What follows belongs to an exercise in optimizing a design on an open flow for small area, a short achievable clock period and few clock cycles per item; a production flow would make more cautious choices. In this exercise RTL edits were held to simulation tests only and were not proved equivalent to the original. Power is estimated from default activity; no workload was simulated.

Design word_tokenizer_fnv1a_hasher_top, start of the top module:
module word_tokenizer_fnv1a_hasher_top #(
  parameter int unsigned LENGTH_WIDTH = wtok_pkg::LENGTH_WIDTH_DEF
) (
  input  logic   clk,
  input  logic   rst,
  input  logic   byte_valid,
  output logic   byte_ready,
  input  wtok_pkg::byte_t  byte_data,
  output logic   token_valid,
  input  logic   token_ready,
  output wtok_pkg::token_t token_data
);
clock: 6.5 ns
lec_check: 0
cap_margin: 20
core_margin: 2
core_utilization: 40
setup_slack_margin: 2.5
slew_margin: 20
standard.sh (not shown) runs the stock make flow with config.mk's settings and CLKGATE_MAP_FILE= SYNTH_SCRIPT=/design/flow/synth_recipe.tcl, a recipe that flattens the netlist after the stock synthesis.
==> flow/flow/run.sh <==
#!/bin/bash
# Layout flow: the standard flow, with two changes between its steps.
#  1. After the standard synthesis, flow/fapol.py re-chooses the polarity of
#     each full adder cell (a full adder is self-dual) to drop the inverters
#     that Yosys's adder extraction leaves between them. Registers and all
#     other cells are untouched.
#  2. Ports are buffered with sky130_fd_sc_hd__buf_2 instead of the
#     flow's default buffer cell (every port still gets its own buffer).
# Each tool's output goes to a log file of its own in this folder.
set -euo pipefail
R=orfs/results/sky130hd/word_tokenizer_fnv1a_hasher_top/base
bash standard.sh synth > 1_standard_synth.log 2>&1
cp $R/1_2_yosys.v 1_2_yosys.standard.v
python3 flow/fapol.py 1_2_yosys.standard.v $R/1_2_yosys.v > 2_fapol.log 2>&1
touch $R/1_2_yosys.v
bash standard.sh BUFFER_PORTS_ARGS="-buffer_cell sky130_fd_sc_hd__buf_1" finish > 3_standard_finish.log 2>&1
==> flow/flow/fapol.py <==
#!/usr/bin/env python3
"""Choose the polarity of each full adder cell in a Yosys netlist so that as
few inverters as possible remain.

A full adder is self-dual: complementing its three inputs complements its sum
and carry. Yosys's adder extraction leaves many inverters between full
adders; this picks, for every fa cell, whether to build it on complemented
inputs (giving complemented outputs), then rebuilds the inverters: at most
one per signal, from the signal's net. Only inverters are removed or added
and only fa inputs are rewired; registers and all other cells are unchanged.

usage: fapol.py IN.v OUT.v
"""
import re, sys, random

src = open(sys.argv[1]).read()
m = re.search(r'^module\s+(\S+)\((.*?)\);\n', src, re.M | re.S)
head_end = m.end()
end_mod = src.rindex('endmodule')
body = src[head_end:end_mod]

decl_re = re.compile(r'^\s*(input|output|inout|wire)\s+(\[\d+:\d+\]\s+)?(\S+)\s*;\s*$', re.M)
inst_re = re.compile(r'^\s*(sky130_fd_sc_hd__\w+)\s+(\S+)\s*\((.*?)\);\s*$', re.M | re.S)
pin_re = re.compile(r'\.(\w+)\(\s*(.*?)\s*\)\s*(?:,|$)', re.S)

decls = []
ports = set()
for d in decl_re.finditer(body):
    decls.append(d.group(0))
    if d.group(1) in ('output',):
        rng = d.group(2)
        name = d.group(3)
        if rng:
            hi, lo = map(int, re.findall(r'\d+', rng))
            for i in range(min(hi, lo), max(hi, lo) + 1):
                ports.add(f'{name}[{i}]')
        else:
            ports.add(name)

OUTPINS = {'X', 'Y', 'Q', 'Q_N', 'SUM', 'COUT', 'HI', 'LO'}
cells = []
for c in inst_re.finditer(body):
    typ, name, pins = c.group(1), c.group(2), c.group(3)
    conn = {}
    for p in pin_re.finditer(pins):
        conn[p.group(1)] = p.group(2).strip()
    cells.append({'type': typ, 'name': name, 'conn': conn})

def is_inv(c):
    return re.match(r'sky130_fd_sc_hd__(clk)?inv_\d+$', c['type']) is not None

def norm(n):
    return n.strip()

driver = {}
for c in cells:
    for p, n in c['conn'].items():
        if p in OUTPINS:
            driver[norm(n)] = (c, p)

# inverters that drive a port stay as they are (treated as ordinary cells)
invs = [c for c in cells if is_inv(c) and norm(c['conn']['Y']) not in ports]
inv_set = set(id(c) for c in invs)

def resolve(n):
    n = norm(n); p = 0
    while n in driver and id(driver[n][0]) in inv_set:
        n = norm(driver[n][0]['conn']['A']); p ^= 1
    return n, p

fas = [c for c in cells if c['type'].startswith('sky130_fd_sc_hd__fa_')]
fa_idx = {id(c): i for i, c in enumerate(fas)}
sig_fa = {}                      # signal net -> fa index that drives it
for i, c in enumerate(fas):
    sig_fa[norm(c['conn']['SUM'])] = i
    sig_fa[norm(c['conn']['COUT'])] = i

# consumers: (cell, pin, signal, polarity)
cons = []
for c in cells:
    if id(c) in inv_set:
        continue
    for p, n in c['conn'].items():
        if p in OUTPINS:
            continue
        s, pol = resolve(n)
        cons.append((c, p, s, pol))
# signals that reach a port other than through kept cells: freeze their fa
frozen = set()
for n in ports:
    s, pol = resolve(n)
    if s in sig_fa and (s != norm(n)):
        frozen.add(sig_fa[s])

by_sig = {}
for k, (c, p, s, pol) in enumerate(cons):
    by_sig.setdefault(s, []).append(k)
fa_sigs = [set() for _ in fas]
for k, (c, p, s, pol) in enumerate(cons):
    if id(c) in fa_idx:
        fa_sigs[fa_idx[id(c)]].add(s)
    if s in sig_fa:
        fa_sigs[sig_fa[s]].add(s)

flip = [0] * len(fas)

def sig_cost(s):
    phi = flip[sig_fa[s]] if s in sig_fa else 0
    for k in by_sig.get(s, []):
        c, p, _, pol = cons[k]
        eff = pol ^ (flip[fa_idx[id(c)]] if id(c) in fa_idx else 0)
        if eff != phi:
            return 1
    return 0

def total():
    return sum(sig_cost(s) for s in by_sig)

before = total()
best = before
random.seed(1)
order = list(range(len(fas)))
for rnd in range(50):
    improved = False
    random.shuffle(order)
    for i in order:
        if i in frozen:
            continue
        old = sum(sig_cost(s) for s in fa_sigs[i])
        flip[i] ^= 1
        new = sum(sig_cost(s) for s in fa_sigs[i])
        if new < old or (new == old and random.random() < 0.1):
            improved = improved or new < old
        else:
            flip[i] ^= 1
    cur = total()
    if cur < best:
        best = cur
    if not improved and rnd > 10:
        break
after = total()

def esc(n):
    n = norm(n)
    return n + ' ' if n.startswith('\\') else n

# rebuild: drop resolved inverters, one new inverter per signal that needs it
inv_of = {}
new_wires, new_cells = [], []
kept_inv_type = {}
for c in invs:
    s, _ = resolve(c['conn']['Y'])
    kept_inv_type.setdefault(s, c['type'])
cnt = 0
def inv_net(s):
    global cnt
    if s not in inv_of:
        cnt += 1
        w = f'_fapol_{cnt}_'
        inv_of[s] = w
        new_wires.append(f'  wire {w};')
        t = kept_inv_type.get(s, 'sky130_fd_sc_hd__inv_1')
        new_cells.append(f'  {t} _fapol_inv_{cnt}_ (\n    .A({esc(s)}),\n    .Y({w})\n  );')
    return inv_of[s]

for k, (c, p, s, pol) in enumerate(cons):
    phi = flip[sig_fa[s]] if s in sig_fa else 0
    eff = pol ^ (flip[fa_idx[id(c)]] if id(c) in fa_idx else 0)
    c['conn'][p] = s if eff == phi else inv_net(s)

dead = set(norm(c['conn']['Y']) for c in invs)
out = [src[:head_end]]
for d in decls:
    mm = decl_re.match(d)
    if mm.group(1) == 'wire' and not mm.group(2) and norm(mm.group(3)) in dead:
        continue
    out.append(d + '\n')
out += [w + '\n' for w in new_wires]
for c in cells:
    if id(c) in inv_set:
        continue
    pins = ',\n'.join(f'    .{p}({esc(n)})' for p, n in c['conn'].items())
    out.append(f"  {c['type']} {c['name']} (\n{pins}\n  );\n")
out += [x + '\n' for x in new_cells]
out.append(src[end_mod:])
open(sys.argv[2], 'w').write(''.join(out))
print(f'fapol: {len(fas)} full adders, {sum(flip)} flipped, {len(frozen)} frozen; '
      f'inverters {len(invs)} -> {len(inv_of)} (signal cost {before} -> {after})')
Testbench counts at the start, summed over its fixed seeds: cycles 24,016, bytes 24,000.
Then changed:
- CORE_UTILIZATION: 40 -> 60
Effect: Maximum frequency goes down slightly; worst setup slack degrades by 0.073 ns; clock skew goes up by 0.0063 ns; cell area goes down by a few percent; global-route usage goes up by 9.6 points; clock-buffer cell count goes up by 2; power goes down by a few percent.
Then changed:
--- a/flow/flow/fapol.py
+++ b/flow/flow/fapol.py
@@ -106,0 +107,3 @@
+def is_xor(c):
+    return re.match(r'sky130_fd_sc_hd__x(n)?or2_\d+$', c['type']) is not None
+
@@ -110,0 +114,2 @@
+        if is_xor(c):
+            continue
@@ -165,0 +171 @@
+swap = {}
@@ -168,0 +175,5 @@
+    if is_xor(c):
+        c['conn'][p] = s
+        if eff != phi:
+            swap[id(c)] = swap.get(id(c), 0) ^ 1
+        continue
@@ -169,0 +181,12 @@
+n_swap = 0
+for c in cells:
+    if swap.get(id(c)):
+        n_swap += 1
+        m2 = re.match(r'sky130_fd_sc_hd__(x(?:n)?or2)_(\d+)$', c['type'])
+        kind, drive = m2.group(1), m2.group(2)
+        if kind == 'xor2':
+            c['type'] = f'sky130_fd_sc_hd__xnor2_{drive}'
+            c['conn'] = {('Y' if q == 'X' else q): n for q, n in c['conn'].items()}
+        else:
+            c['type'] = f'sky130_fd_sc_hd__xor2_{drive}'
+            c['conn'] = {('X' if q == 'Y' else q): n for q, n in c['conn'].items()}
@@ -187 +210 @@
-print(f'fapol: {len(fas)} full adders, {sum(flip)} flipped, {len(frozen)} frozen; '
+print(f'fapol: {len(fas)} full adders, {sum(flip)} flipped, {len(frozen)} frozen, {n_swap} xor/xnor swapped; '
- CORE_UTILIZATION: 60 -> 40
- SETUP_SLACK_MARGIN: 2.5 -> 3.0
After rerunning: Cell count rose by 12%. Cell area rose by 9.2%. Hold slack got worse by 0.0086 ns.
Then changed:
--- a/flow/flow/fapol.py
+++ b/flow/flow/fapol.py
@@ -107,3 +106,0 @@
-def is_xor(c):
-    return re.match(r'sky130_fd_sc_hd__x(n)?or2_\d+$', c['type']) is not None
-
@@ -114,2 +110,0 @@
-        if is_xor(c):
-            continue
@@ -171 +165,0 @@
-swap = {}
@@ -175,5 +168,0 @@
-    if is_xor(c):
-        c['conn'][p] = s
-        if eff != phi:
-            swap[id(c)] = swap.get(id(c), 0) ^ 1
-        continue
@@ -181,12 +169,0 @@
-n_swap = 0
-for c in cells:
-    if swap.get(id(c)):
-        n_swap += 1
-        m2 = re.match(r'sky130_fd_sc_hd__(x(?:n)?or2)_(\d+)$', c['type'])
-        kind, drive = m2.group(1), m2.group(2)
-        if kind == 'xor2':
-            c['type'] = f'sky130_fd_sc_hd__xnor2_{drive}'
-            c['conn'] = {('Y' if q == 'X' else q): n for q, n in c['conn'].items()}
-        else:
-            c['type'] = f'sky130_fd_sc_hd__xor2_{drive}'
-            c['conn'] = {('X' if q == 'Y' else q): n for q, n in c['conn'].items()}
@@ -210 +187 @@
-print(f'fapol: {len(fas)} full adders, {sum(flip)} flipped, {len(frozen)} frozen, {n_swap} xor/xnor swapped; '
+print(f'fapol: {len(fas)} full adders, {sum(flip)} flipped, {len(frozen)} frozen; '
- SETUP_SLACK_MARGIN: 3.0 -> 2.0
Outcome: Fmax falls by 9.1%; synthesized area hardly moves; via count falls by 5.8%; core utilization came out lower by 5.1 points; routed wire length falls by 12%; global-route usage came out lower by 2.5 points; final area decreases by 10%; setup slack is worse by 0.39 ns; clock power drops by about 1%; power drops by 19%; cell count is lower by 3.9%.

## separate check: timing with driven ports
The results above use ideal ports. As a check the final layouts listed here were re-extracted and re-timed, cells and wires unchanged. Step 1: set_driving_cell puts a clkbuf_16 on clk and a buf_2 on each other input, an assumption about the parent block. Step 2, shift: input delay + t, output delay - t, t = (earliest + latest rising clock arrival at the registers) / 2. This alone moves slack from input paths to output paths. Slacks: ideal ports / drivers / drivers and shift; pairs: ideal ports / drivers.
run | t (ns) | setup WS [ns] | worst setup path at the end | clock arrival spread, ns
the first run | 0.379 | 2.624 / 2.624 / 2.624 | input to register | 0.007 / 0.007
the second run | 0.413 | 2.551 / 2.551 / 2.551 | register to register | 0.013 / 0.013
the third run | 0.384 | 2.613 / 2.613 / 2.613 | register to register | 0.007 / 0.007
the fourth run | 0.378 | 2.224 / 2.224 / 2.224 | register to register | 0.009 / 0.008
After both steps setup and hold are still met in every run listed.
